This is an optimization exercise on Yosys and OpenROAD, whose aim is small area, not a production implementation. The RTL was checked by simulation tests, not by an equivalence proof against the original design. No activity file was given, so power comes from the tool's default toggle rates.

## m_branch_target_buffer
module m_branch_target_buffer #(
    parameter int unsigned IDX_W    = 6,
    parameter int unsigned TAG_W    = 8,
    parameter logic [1:0]  CNT_INIT = 2'b10
) (
    input  logic        clk,
    input  logic        rst,
    input  logic        ce,
    input  logic        lookup_en,
    input  logic [31:0] lookup_pc,
    output logic        pred_hit,
    output logic        pred_taken,
    output logic [31:0] pred_target,
    input  logic        upd_en,
    input  logic [31:0] upd_pc,
    input  logic        upd_taken,
    input  logic [31:0] upd_target,
    input  logic        upd_mispredict,
    output logic [31:0] hit_cnt,
    output logic [31:0] mispredict_cnt
);
    localparam int unsigned ENTRIES = 2 ** IDX_W;
    localparam int unsigned TAG_LO  = IDX_W + 2;
    localparam int unsigned TAG_HI  = IDX_W + TAG_W + 1;
    logic [ENTRIES-1:0] valid_q;
    logic [TAG_W-1:0]   tag_q [ENTRIES];
    logic [31:0]        tgt_q [ENTRIES];
    logic [1:0]         ctr_q [ENTRIES];
    logic [IDX_W-1:0]   lk_idx, upd_idx;
    logic [TAG_W-1:0]   lk_tag, upd_tag;
    logic [ENTRIES-1:0] lk_sel, upd_sel;
    logic               u_we, t_we, upd_hit;
    logic               u_valid;
    logic [TAG_W-1:0]   u_tag;
    logic [1:0]         u_ctr, ctr_nxt, wr_ctr;
    logic               r_valid, r_ctr1;
    logic [TAG_W-1:0]   r_tag;
    logic [31:0]        r_tgt;
    logic               lk_en, same_idx, byp_t, byp_c, lk_hit, rd_ctr1, miss_c1;
    logic [31:0]        rd_tgt;
    logic               pred_hit_q, pred_ctr1_q;
    logic [31:0]        pred_tgt_q;
    logic [31:0]        hit_base_q, mis_base_q, hit_sum, mis_sum;
    logic               hit_pend_q, mis_pend_q, hit_full, mis_full;
    logic               unused_pc_bits;
    assign lk_idx  = lookup_pc[IDX_W+1:2];
    assign lk_tag  = lookup_pc[TAG_HI:TAG_LO];
    assign upd_idx = upd_pc[IDX_W+1:2];
    assign upd_tag = upd_pc[TAG_HI:TAG_LO];
    assign unused_pc_bits = ^{lookup_pc[31:TAG_HI+1], lookup_pc[1:0],
                              upd_pc[31:TAG_HI+1], upd_pc[1:0]};
    always_comb begin
  ...
For scale: ~2900 flip-flops, about 200 I/O pins, ~110000 um2 of cells after synthesis.
export LEC_CHECK = 0
export CAP_MARGIN = 20
export CORE_MARGIN = 2
export CORE_UTILIZATION = 40
export GPL_TIMING_DRIVEN = 0
export PLACE_DENSITY = 0.6
export SETUP_SLACK_MARGIN = 0.6
export SLEW_MARGIN = 20
create_clock -name core_clock -period 5.0 [get_ports {clk}]
standard.sh (not shown) runs the stock make flow with config.mk's settings and CLKGATE_MAP_FILE= SYNTH_SCRIPT=/design/flow/synth_recipe.tcl, a recipe that flattens the netlist after the stock synthesis.
==> flow/flow/run.sh <==
#!/bin/bash
# Own layout flow: the standard flow (standard.sh) run stage by stage, with
#  - the standard synthesis unchanged;
#  - the large buffers kept out of placement's design repair (slew and capacitance then get
#    small buffers); timing repair after clock tree synthesis may use any cell;
#  - clock tree: larger sink clusters and no dummy loads.
# Variables go on make's command line (ORFS drops environment variables in its sub-makes).
# Each stage's full make output goes to its own log file in the work folder.
set -euo pipefail

PLAT="sky130_fd_sc_hd__probe_p_8 sky130_fd_sc_hd__probec_p_8 sky130_fd_sc_hd__lpflow_bleeder_1 sky130_fd_sc_hd__lpflow_clkbufkapwr_1 sky130_fd_sc_hd__lpflow_clkbufkapwr_16 sky130_fd_sc_hd__lpflow_clkbufkapwr_2 sky130_fd_sc_hd__lpflow_clkbufkapwr_4 sky130_fd_sc_hd__lpflow_clkbufkapwr_8 sky130_fd_sc_hd__lpflow_clkinvkapwr_1 sky130_fd_sc_hd__lpflow_clkinvkapwr_16 sky130_fd_sc_hd__lpflow_clkinvkapwr_2 sky130_fd_sc_hd__lpflow_clkinvkapwr_4 sky130_fd_sc_hd__lpflow_clkinvkapwr_8 sky130_fd_sc_hd__lpflow_decapkapwr_12 sky130_fd_sc_hd__lpflow_decapkapwr_3 sky130_fd_sc_hd__lpflow_decapkapwr_4 sky130_fd_sc_hd__lpflow_decapkapwr_6 sky130_fd_sc_hd__lpflow_decapkapwr_8 sky130_fd_sc_hd__lpflow_inputiso0n_1 sky130_fd_sc_hd__lpflow_inputiso0p_1 sky130_fd_sc_hd__lpflow_inputiso1n_1 sky130_fd_sc_hd__lpflow_inputiso1p_1 sky130_fd_sc_hd__lpflow_inputisolatch_1 sky130_fd_sc_hd__lpflow_isobufsrc_1 sky130_fd_sc_hd__lpflow_isobufsrc_16 sky130_fd_sc_hd__lpflow_isobufsrc_2 sky130_fd_sc_hd__lpflow_isobufsrc_4 sky130_fd_sc_hd__lpflow_isobufsrc_8 sky130_fd_sc_hd__lpflow_isobufsrckapwr_16 sky130_fd_sc_hd__lpflow_lsbuf_lh_hl_isowell_tap_1 sky130_fd_sc_hd__lpflow_lsbuf_lh_hl_isowell_tap_2 sky130_fd_sc_hd__lpflow_lsbuf_lh_hl_isowell_tap_4 sky130_fd_sc_hd__lpflow_lsbuf_lh_isowell_4 sky130_fd_sc_hd__lpflow_lsbuf_lh_isowell_tap_1 sky130_fd_sc_hd__lpflow_lsbuf_lh_isowell_tap_2 sky130_fd_sc_hd__lpflow_lsbuf_lh_isowell_tap_4"
BIG="sky130_fd_sc_hd__buf_6 sky130_fd_sc_hd__buf_8 sky130_fd_sc_hd__buf_12 sky130_fd_sc_hd__buf_16 sky130_fd_sc_hd__bufbuf_8 sky130_fd_sc_hd__bufbuf_16 sky130_fd_sc_hd__bufinv_8 sky130_fd_sc_hd__bufinv_16 sky130_fd_sc_hd__clkbuf_8 sky130_fd_sc_hd__clkdlybuf4s50_1 sky130_fd_sc_hd__clkdlybuf4s50_2 sky130_fd_sc_hd__clkdlybuf4s25_1 sky130_fd_sc_hd__clkdlybuf4s25_2 sky130_fd_sc_hd__clkdlybuf4s15_1 sky130_fd_sc_hd__clkdlybuf4s15_2 sky130_fd_sc_hd__clkdlybuf4s18_1 sky130_fd_sc_hd__clkdlybuf4s18_2"
CLK16="sky130_fd_sc_hd__clkbuf_16"
CTS="-sink_clustering_enable -repair_clock_nets -dont_use_dummy_load -sink_clustering_size 20 -sink_clustering_max_diameter 60 -buf_list $CLK16"

bash standard.sh synth > log_synth.txt 2>&1
bash standard.sh floorplan "DONT_USE_CELLS=$PLAT $BIG $CLK16" REMOVE_ABC_BUFFERS=1 > log_floorplan.txt 2>&1
bash standard.sh place "DONT_USE_CELLS=$PLAT $BIG $CLK16" > log_place.txt 2>&1
bash standard.sh cts "DONT_USE_CELLS=$PLAT" "CTS_ARGS=$CTS" > log_cts.txt 2>&1
bash standard.sh finish "DONT_USE_CELLS=$PLAT" > log_finish.txt 2>&1
Change:
==> flow/flow/run.sh (replaced) <==
#!/bin/bash
# Own layout flow: the standard flow (standard.sh) run stage by stage, with
#  - the standard synthesis unchanged;
#  - the clock-delay cells kept out of every repair step (so the port buffers are plain
#    buffers and timing repair does not size them into delay cells);
#  - clock tree: sink clusters of up to 20 flip-flops and no dummy loads.
# Variables go on make's command line (ORFS drops environment variables in its sub-makes).
# Each stage's full make output goes to its own log file in the work folder.
set -euo pipefail

PLAT="sky130_fd_sc_hd__probe_p_8 sky130_fd_sc_hd__probec_p_8 sky130_fd_sc_hd__lpflow_bleeder_1 sky130_fd_sc_hd__lpflow_clkbufkapwr_1 sky130_fd_sc_hd__lpflow_clkbufkapwr_16 sky130_fd_sc_hd__lpflow_clkbufkapwr_2 sky130_fd_sc_hd__lpflow_clkbufkapwr_4 sky130_fd_sc_hd__lpflow_clkbufkapwr_8 sky130_fd_sc_hd__lpflow_clkinvkapwr_1 sky130_fd_sc_hd__lpflow_clkinvkapwr_16 sky130_fd_sc_hd__lpflow_clkinvkapwr_2 sky130_fd_sc_hd__lpflow_clkinvkapwr_4 sky130_fd_sc_hd__lpflow_clkinvkapwr_8 sky130_fd_sc_hd__lpflow_decapkapwr_12 sky130_fd_sc_hd__lpflow_decapkapwr_3 sky130_fd_sc_hd__lpflow_decapkapwr_4 sky130_fd_sc_hd__lpflow_decapkapwr_6 sky130_fd_sc_hd__lpflow_decapkapwr_8 sky130_fd_sc_hd__lpflow_inputiso0n_1 sky130_fd_sc_hd__lpflow_inputiso0p_1 sky130_fd_sc_hd__lpflow_inputiso1n_1 sky130_fd_sc_hd__lpflow_inputiso1p_1 sky130_fd_sc_hd__lpflow_inputisolatch_1 sky130_fd_sc_hd__lpflow_isobufsrc_1 sky130_fd_sc_hd__lpflow_isobufsrc_16 sky130_fd_sc_hd__lpflow_isobufsrc_2 sky130_fd_sc_hd__lpflow_isobufsrc_4 sky130_fd_sc_hd__lpflow_isobufsrc_8 sky130_fd_sc_hd__lpflow_isobufsrckapwr_16 sky130_fd_sc_hd__lpflow_lsbuf_lh_hl_isowell_tap_1 sky130_fd_sc_hd__lpflow_lsbuf_lh_hl_isowell_tap_2 sky130_fd_sc_hd__lpflow_lsbuf_lh_hl_isowell_tap_4 sky130_fd_sc_hd__lpflow_lsbuf_lh_isowell_4 sky130_fd_sc_hd__lpflow_lsbuf_lh_isowell_tap_1 sky130_fd_sc_hd__lpflow_lsbuf_lh_isowell_tap_2 sky130_fd_sc_hd__lpflow_lsbuf_lh_isowell_tap_4"
DLY="sky130_fd_sc_hd__clkdlybuf4s50_1 sky130_fd_sc_hd__clkdlybuf4s50_2 sky130_fd_sc_hd__clkdlybuf4s25_1 sky130_fd_sc_hd__clkdlybuf4s25_2 sky130_fd_sc_hd__clkdlybuf4s15_1 sky130_fd_sc_hd__clkdlybuf4s15_2 sky130_fd_sc_hd__clkdlybuf4s18_1 sky130_fd_sc_hd__clkdlybuf4s18_2"
CTS="-sink_clustering_enable -repair_clock_nets -dont_use_dummy_load -sink_clustering_size 20 -sink_clustering_max_diameter 60 -buf_list sky130_fd_sc_hd__clkbuf_16"

bash standard.sh synth > log_synth.txt 2>&1
bash standard.sh floorplan "DONT_USE_CELLS=$PLAT $DLY" > log_floorplan.txt 2>&1
bash standard.sh place "DONT_USE_CELLS=$PLAT $DLY" > log_place.txt 2>&1
bash standard.sh cts "DONT_USE_CELLS=$PLAT $DLY" "CTS_ARGS=$CTS" > log_cts.txt 2>&1
bash standard.sh finish "DONT_USE_CELLS=$PLAT $DLY" > log_finish.txt 2>&1
--- a/flow/config.mk
+++ b/flow/config.mk
@@ -9,6 +9,3 @@
 export CORE_MARGIN = 2
 export CORE_UTILIZATION = 40
-export GPL_TIMING_DRIVEN = 0
-export PLACE_DENSITY = 0.6
-export SETUP_SLACK_MARGIN = 0.6
 export SLEW_MARGIN = 20
Result: The new run produced a layout that fails on negative setup slack. Wire length came out higher by 6.7%. Clock power came out higher by about 9%. Sequential power is about the same. First-iteration DRC count came out lower by 14%.
Change:
==> flow/flow/run.sh (replaced) <==
#!/bin/bash
# Own layout flow: the standard flow (standard.sh) run stage by stage, with
#  - the standard synthesis unchanged;
#  - the large buffers kept out of placement's design repair (slew and capacitance then get
#    small buffers); timing repair after clock tree synthesis may use any cell;
#  - clock tree: clkbuf_8 sink buffers on clusters of up to 14 flip-flops, no dummy loads.
# Variables go on make's command line (ORFS drops environment variables in its sub-makes).
# Each stage's full make output goes to its own log file in the work folder.
set -euo pipefail

PLAT="sky130_fd_sc_hd__probe_p_8 sky130_fd_sc_hd__probec_p_8 sky130_fd_sc_hd__lpflow_bleeder_1 sky130_fd_sc_hd__lpflow_clkbufkapwr_1 sky130_fd_sc_hd__lpflow_clkbufkapwr_16 sky130_fd_sc_hd__lpflow_clkbufkapwr_2 sky130_fd_sc_hd__lpflow_clkbufkapwr_4 sky130_fd_sc_hd__lpflow_clkbufkapwr_8 sky130_fd_sc_hd__lpflow_clkinvkapwr_1 sky130_fd_sc_hd__lpflow_clkinvkapwr_16 sky130_fd_sc_hd__lpflow_clkinvkapwr_2 sky130_fd_sc_hd__lpflow_clkinvkapwr_4 sky130_fd_sc_hd__lpflow_clkinvkapwr_8 sky130_fd_sc_hd__lpflow_decapkapwr_12 sky130_fd_sc_hd__lpflow_decapkapwr_3 sky130_fd_sc_hd__lpflow_decapkapwr_4 sky130_fd_sc_hd__lpflow_decapkapwr_6 sky130_fd_sc_hd__lpflow_decapkapwr_8 sky130_fd_sc_hd__lpflow_inputiso0n_1 sky130_fd_sc_hd__lpflow_inputiso0p_1 sky130_fd_sc_hd__lpflow_inputiso1n_1 sky130_fd_sc_hd__lpflow_inputiso1p_1 sky130_fd_sc_hd__lpflow_inputisolatch_1 sky130_fd_sc_hd__lpflow_isobufsrc_1 sky130_fd_sc_hd__lpflow_isobufsrc_16 sky130_fd_sc_hd__lpflow_isobufsrc_2 sky130_fd_sc_hd__lpflow_isobufsrc_4 sky130_fd_sc_hd__lpflow_isobufsrc_8 sky130_fd_sc_hd__lpflow_isobufsrckapwr_16 sky130_fd_sc_hd__lpflow_lsbuf_lh_hl_isowell_tap_1 sky130_fd_sc_hd__lpflow_lsbuf_lh_hl_isowell_tap_2 sky130_fd_sc_hd__lpflow_lsbuf_lh_hl_isowell_tap_4 sky130_fd_sc_hd__lpflow_lsbuf_lh_isowell_4 sky130_fd_sc_hd__lpflow_lsbuf_lh_isowell_tap_1 sky130_fd_sc_hd__lpflow_lsbuf_lh_isowell_tap_2 sky130_fd_sc_hd__lpflow_lsbuf_lh_isowell_tap_4"
BIG="sky130_fd_sc_hd__buf_6 sky130_fd_sc_hd__buf_8 sky130_fd_sc_hd__buf_12 sky130_fd_sc_hd__buf_16 sky130_fd_sc_hd__bufbuf_8 sky130_fd_sc_hd__bufbuf_16 sky130_fd_sc_hd__bufinv_8 sky130_fd_sc_hd__bufinv_16 sky130_fd_sc_hd__clkbuf_8 sky130_fd_sc_hd__clkdlybuf4s50_1 sky130_fd_sc_hd__clkdlybuf4s50_2 sky130_fd_sc_hd__clkdlybuf4s25_1 sky130_fd_sc_hd__clkdlybuf4s25_2 sky130_fd_sc_hd__clkdlybuf4s15_1 sky130_fd_sc_hd__clkdlybuf4s15_2 sky130_fd_sc_hd__clkdlybuf4s18_1 sky130_fd_sc_hd__clkdlybuf4s18_2"
CLK16="sky130_fd_sc_hd__clkbuf_16"
CTS="-sink_clustering_enable -repair_clock_nets -dont_use_dummy_load -sink_clustering_size 14 -sink_clustering_max_diameter 50 -buf_list sky130_fd_sc_hd__clkbuf_8 -root_buf $CLK16 -sink_clustering_buffer sky130_fd_sc_hd__clkbuf_8"

bash standard.sh synth > log_synth.txt 2>&1
bash standard.sh floorplan "DONT_USE_CELLS=$PLAT $BIG $CLK16" REMOVE_ABC_BUFFERS=1 > log_floorplan.txt 2>&1
bash standard.sh place "DONT_USE_CELLS=$PLAT $BIG $CLK16" > log_place.txt 2>&1
bash standard.sh cts "DONT_USE_CELLS=$PLAT" "CTS_ARGS=$CTS" > log_cts.txt 2>&1
bash standard.sh finish "DONT_USE_CELLS=$PLAT" > log_finish.txt 2>&1
--- a/flow/config.mk
+++ b/flow/config.mk
@@ -9,3 +9,6 @@
 export CORE_MARGIN = 2
 export CORE_UTILIZATION = 40
+export GPL_TIMING_DRIVEN = 0
+export PLACE_DENSITY = 0.6
+export SETUP_SLACK_MARGIN = 0.6
 export SLEW_MARGIN = 20
After rerunning: This time the run went through all stages and came out clean; routed wire length falls by 6.0%; utilization went down by 0.82 points; final cell count came out lower by 0.53%; sequential share of layout area came out higher by 1.2 points; clock power went down by about 10%.

m_branch_target_buffer, a different RTL version from the one above (not shown whole).
Size: ~7,000 cells after synthesis, roughly 2,900 flip-flops, roughly 200 I/O pins, roughly 110,000 um^2 of cells after synthesis.
make LEC_CHECK=0 CAP_MARGIN=20 CORE_MARGIN=2 CORE_UTILIZATION=40 SLEW_MARGIN=20 finish   # period 5.0 ns
run.sh (not shown) runs the stock make flow with config.mk's settings and CLKGATE_MAP_FILE= SYNTH_SCRIPT=/design/flow/synth_recipe.tcl, a recipe that flattens the netlist after the stock synthesis.
Stock flow here: none of the scripts above is used.
Rerun with:
- CORE_UTILIZATION: 40 -> 70
- CTS_BUF_LIST: not set -> sky130_fd_sc_hd__clkbuf_8
- PLACE_DENSITY: not set -> 0.82
This time the run failed in 5_1_grt (GRT-0232).
Synthesized cell count is unchanged.
Area after synthesis is unchanged.

[what the ideal ports hide]
In the flow no input, the clock included, has a driving cell. The finished layouts below were timed again as built, in two steps.
Step 1 sets driving cells, clkbuf_16 on the clock port and buf_2 on the other inputs (assumed; they add their load-dependent delay and slew).
Step 2 times the ports against the registers' clock, not the clock port: input delays grow and output delays shrink by t, the midpoint of the rising clock arrivals with the driver on.
Three values: ideal ports, drivers, drivers and shift; two values: the first two.
run | t, ns | slack for setup (ns) | worst setup path at the end | slew at the worst register clock pin (ns)
the first run of note 1 | 0.964 | 0.281 / 0.332 / -0.632 | input to register | 0.09 / 0.09
the second run of note 1 | 1.002 | -0.021 / 0.050 / -0.952 | input to register | 0.09 / 0.09
the third run of note 1 | 0.981 | 0.285 / 0.343 / -0.638 | input to register | 0.11 / 0.11
the first run of note 2 | 0.987 | 0.285 / 0.357 / -0.629 | input to register | 0.07 / 0.07
With both steps, setup timing fails in the first run of note 1, the third run of note 1 and the first run of note 2, where it was met with ideal ports. For the second run of note 1, which loses most, drivers alone change the setup slack by +0.071 ns; drivers and shift together by -0.931 ns.
